This is an optimization exercise on Yosys and OpenROAD, whose aim is small area and a short achievable clock period, not a production implementation.
RTL that was checked went through simulation tests only; none was proved equivalent to the original.
No activity file was given, so power comes from the tool's default toggle rates.

## the baseline
==> module result_stage, before the edit <==
module result_stage
(
    input  logic                    clk,
    input  logic                    arst_n,
    input  logic [3-1:0]  rd_addr1,
    input  logic [3-1:0]  rd_addr2,
    input  logic                    wb_valid,
    input  logic [3-1:0]  wb_dest,
    input  logic [16-1:0]   wb_data,
    output logic [16-1:0]   rd_data1,
    output logic [16-1:0]   rd_data2,
    output logic [2:0]              cc
);
    logic [16-1:0] regs [8];
    logic [8-1:0] written;
    logic [2:0]            nzp;
    logic byp1, byp2;
    assign byp1 = wb_valid && wb_dest == rd_addr1;
    assign byp2 = wb_valid && wb_dest == rd_addr2;
    always_comb
    begin
        rd_data1 = wb_data & {16{byp1}};
        rd_data2 = wb_data & {16{byp2}};
        for (int i = 0; i < 8; i++)
        begin
            rd_data1 = rd_data1 | (regs[i] & {16{!byp1 && written[i] && rd_addr1 == i}});
            rd_data2 = rd_data2 | (regs[i] & {16{!byp2 && written[i] && rd_addr2 == i}});
        end
    end
    assign nzp = wb_data[16-1] ? 3'b100 :
                 (wb_data == '0)       ? 3'b010 :
                                         3'b001;
    always_ff @(posedge clk)
    begin
        for (int i = 0; i < 8; i++)
            if (wb_valid && wb_dest == i)
                regs[i] <= wb_data;
    end
    always_ff @(posedge clk or negedge arst_n)
    begin
        if (!arst_n)
        begin
            written <= '0;
            cc      <= 3'b010;  
        end
        else
        begin
            if (wb_valid)
            begin
                written[wb_dest] <= 1'b1;
                cc               <= nzp;
            end
        end
    end
endmodule
==> module lc3b_alu_pipe, before the edit <==
module lc3b_alu_pipe
(
    input  logic                    clk,
    input  logic                    arst_n,
    input  logic                    instr_valid,
    input  logic [16-1:0]   instr,
    input  logic                    flush,
    output logic                    wb_valid,
    output logic [3-1:0]  wb_dest,
    output logic [16-1:0]   wb_data,
    output logic [2:0]              cc
);
    logic                   d_valid;
    logic [3-1:0] d_dest;
    logic [16-1:0]  d_opa;
    logic [16-1:0]  d_opb;
    logic                   d_mb;
    logic                   d_as;
    logic                   d_sub;
    logic                   d_shr;
    logic [4:0]             d_sh;
    logic [3:0]             d_lsel;
    logic [16-1:0]  alu_out;
    logic [16-1:0]  res_p;
    logic [16-1:0]  res_c;
    logic [16-1:0]  rd_data1;
    logic [16-1:0]  rd_data2;
    decode_stage u_decode
    (
        .clk         (clk),
        .arst_n      (arst_n),
        .instr_valid (instr_valid),
        .instr       (instr),
        .flush       (flush),
        .rd_data1    (rd_data1),
        .rd_data2    (rd_data2),
        .res_p       (res_p),
        .res_c       (res_c),
        .d_valid     (d_valid),
        .d_dest      (d_dest),
        .d_opa       (d_opa),
        .d_opb       (d_opb),
        .d_mb        (d_mb),
        .d_as        (d_as),
        .d_sub       (d_sub),
        .d_shr       (d_shr),
        .d_sh        (d_sh),
        .d_lsel      (d_lsel)
    );
    execute_stage u_execute
    (
        .clk      (clk),
        .arst_n   (arst_n),
        .d_valid  (d_valid),
        .d_dest   (d_dest),
        .d_opa    (d_opa),
        .d_opb    (d_opb),
        .d_mb     (d_mb),
        .d_as     (d_as),
        .d_sub    (d_sub),
        .d_shr    (d_shr),
        .d_sh     (d_sh),
        .d_lsel   (d_lsel),
        .res_p    (res_p),
        .res_c    (res_c),
        .alu_out  (alu_out),
        .wb_valid (wb_valid),
        .wb_dest  (wb_dest),
        .wb_data  (wb_data)
    );
    result_stage u_result
    (
        .clk      (clk),
        .arst_n   (arst_n),
        .rd_addr1 (instr[8:6]),
        .rd_addr2 (instr[2:0]),
        .wb_valid (wb_valid),
        .wb_dest  (wb_dest),
        .wb_data  (wb_data),
        .rd_data1 (rd_data1),
        .rd_data2 (rd_data2),
        .cc       (cc)
    );
endmodule
clock: 7.0 ns
lec_check: 0
cap_margin: 20
core_margin: 2
core_utilization: 55
place_density: 0.68
setup_slack_margin: 2.8
slew_margin: 20
run.sh (not shown) runs the stock make flow with config.mk's settings and CLKGATE_MAP_FILE= SYNTH_SCRIPT=/design/flow/synth_recipe.tcl, a recipe that flattens the netlist after the stock synthesis.
Input-level comparison between the candidate and the baseline:
--- a/flow/design.v
+++ b/flow/design.v
@@ -640,58 +640,56 @@
 module result_stage
 (
     input  logic                    clk,
     input  logic                    arst_n,
     input  logic [3-1:0]  rd_addr1,
     input  logic [3-1:0]  rd_addr2,
+    input  logic                    we,
+    input  logic [3-1:0]  waddr,
+    input  logic [16-1:0]   wdata,
     input  logic                    wb_valid,
-    input  logic [3-1:0]  wb_dest,
     input  logic [16-1:0]   wb_data,
     output logic [16-1:0]   rd_data1,
     output logic [16-1:0]   rd_data2,
     output logic [2:0]              cc
 );
     logic [16-1:0] regs [8];
     logic [8-1:0] written;
     logic [2:0]            nzp;
-    logic byp1, byp2;
-    assign byp1 = wb_valid && wb_dest == rd_addr1;
-    assign byp2 = wb_valid && wb_dest == rd_addr2;
     always_comb
     begin
-        rd_data1 = wb_data & {16{byp1}};
-        rd_data2 = wb_data & {16{byp2}};
+        rd_data1 = '0;
+        rd_data2 = '0;
         for (int i = 0; i < 8; i++)
         begin
-            rd_data1 = rd_data1 | (regs[i] & {16{!byp1 && written[i] && rd_addr1 == i}});
-            rd_data2 = rd_data2 | (regs[i] & {16{!byp2 && written[i] && rd_addr2 == i}});
+            rd_data1 = rd_data1 | (regs[i] & {16{written[i] && rd_addr1 == i}});
+            rd_data2 = rd_data2 | (regs[i] & {16{written[i] && rd_addr2 == i}});
         end
     end
     assign nzp = wb_data[16-1] ? 3'b100 :
                  (wb_data == '0)       ? 3'b010 :
                                          3'b001;
     always_ff @(posedge clk)
     begin
         for (int i = 0; i < 8; i++)
-            if (wb_valid && wb_dest == i)
-                regs[i] <= wb_data;
+            if (we && waddr == i)
+                regs[i] <= wdata;
     end
     always_ff @(posedge clk or negedge arst_n)
     begin
         if (!arst_n)
         begin
             written <= '0;
             cc      <= 3'b010;  
         end
         else
         begin
+            if (we)
+                written[waddr] <= 1'b1;
             if (wb_valid)
-            begin
-                written[wb_dest] <= 1'b1;
-                cc               <= nzp;
-            end
+                cc <= nzp;
         end
     end
 endmodule
 `timescale 1ns/1ps
 module lc3b_alu_pipe
 (
@@ -766,14 +764,16 @@
     result_stage u_result
     (
         .clk      (clk),
         .arst_n   (arst_n),
         .rd_addr1 (instr[8:6]),
         .rd_addr2 (instr[2:0]),
+        .we       (d_valid),
+        .waddr    (d_dest),
+        .wdata    (alu_out),
         .wb_valid (wb_valid),
-        .wb_dest  (wb_dest),
         .wb_data  (wb_data),
         .rd_data1 (rd_data1),
         .rd_data2 (rd_data2),
         .cc       (cc)
     );
 endmodule
Results
- The candidate and the baseline ended up with nearly the same post-route fraction of the period consumed by the critical path.
- Between the baseline and the candidate, the flow reports worst-case vdd ir drop decreasing by more than a quarter.
- Looking at final worst-path setup slack across both flows, the candidate is the weaker of the two, with the baseline ahead.
- Compared with the baseline, in the candidate global-route wire length before repair saw a decrease, synthesized cell count -15, mux share of post-synthesis cell area now smaller, layout-stage area growth over the synthesis result went up by 3.8 points, via count shrank by 112.
- Standby leakage power: the candidate < the baseline
- Compared with the baseline, the candidate shows a lower depth of the most critical reg-to-reg path.
- Compared with the baseline, in the candidate cell count after placement lower; global-route usage lower; finished layout cell area higher; worst slack on hold paths higher.
Only the layout flow was run in the baseline; the RTL was not checked for function there.

-- what the ideal ports hide --
No port has a modelled driver above. Below, the same layouts with a new extraction and two added sets of constraints. Step 1, drivers: a clkbuf_16 drives clk and a buf_2 each remaining input, both assumed. Step 2 adds t to the input delays and takes it off the output delays; t is the mean of the earliest and latest rising clock arrival at the registers after step 1. Input paths then give back, and output paths get back, about the clock's delay inside the block. Three values: ideal ports, drivers, drivers and shift; two values: the first two.
run	t, ns	setup WS [ns]	worst setup path after step 2	worst register clock-pin slew, ns
the baseline	0.532	2.651 / 2.651 / 2.400	input to register	0.07 / 0.07
the candidate	0.550	2.641 / 2.641 / 2.314	input to register	0.07 / 0.07
After both steps every run listed still meets setup and hold. For the candidate, which loses most, drivers alone change the setup slack by 0.000 ns; drivers and shift together by -0.327 ns.
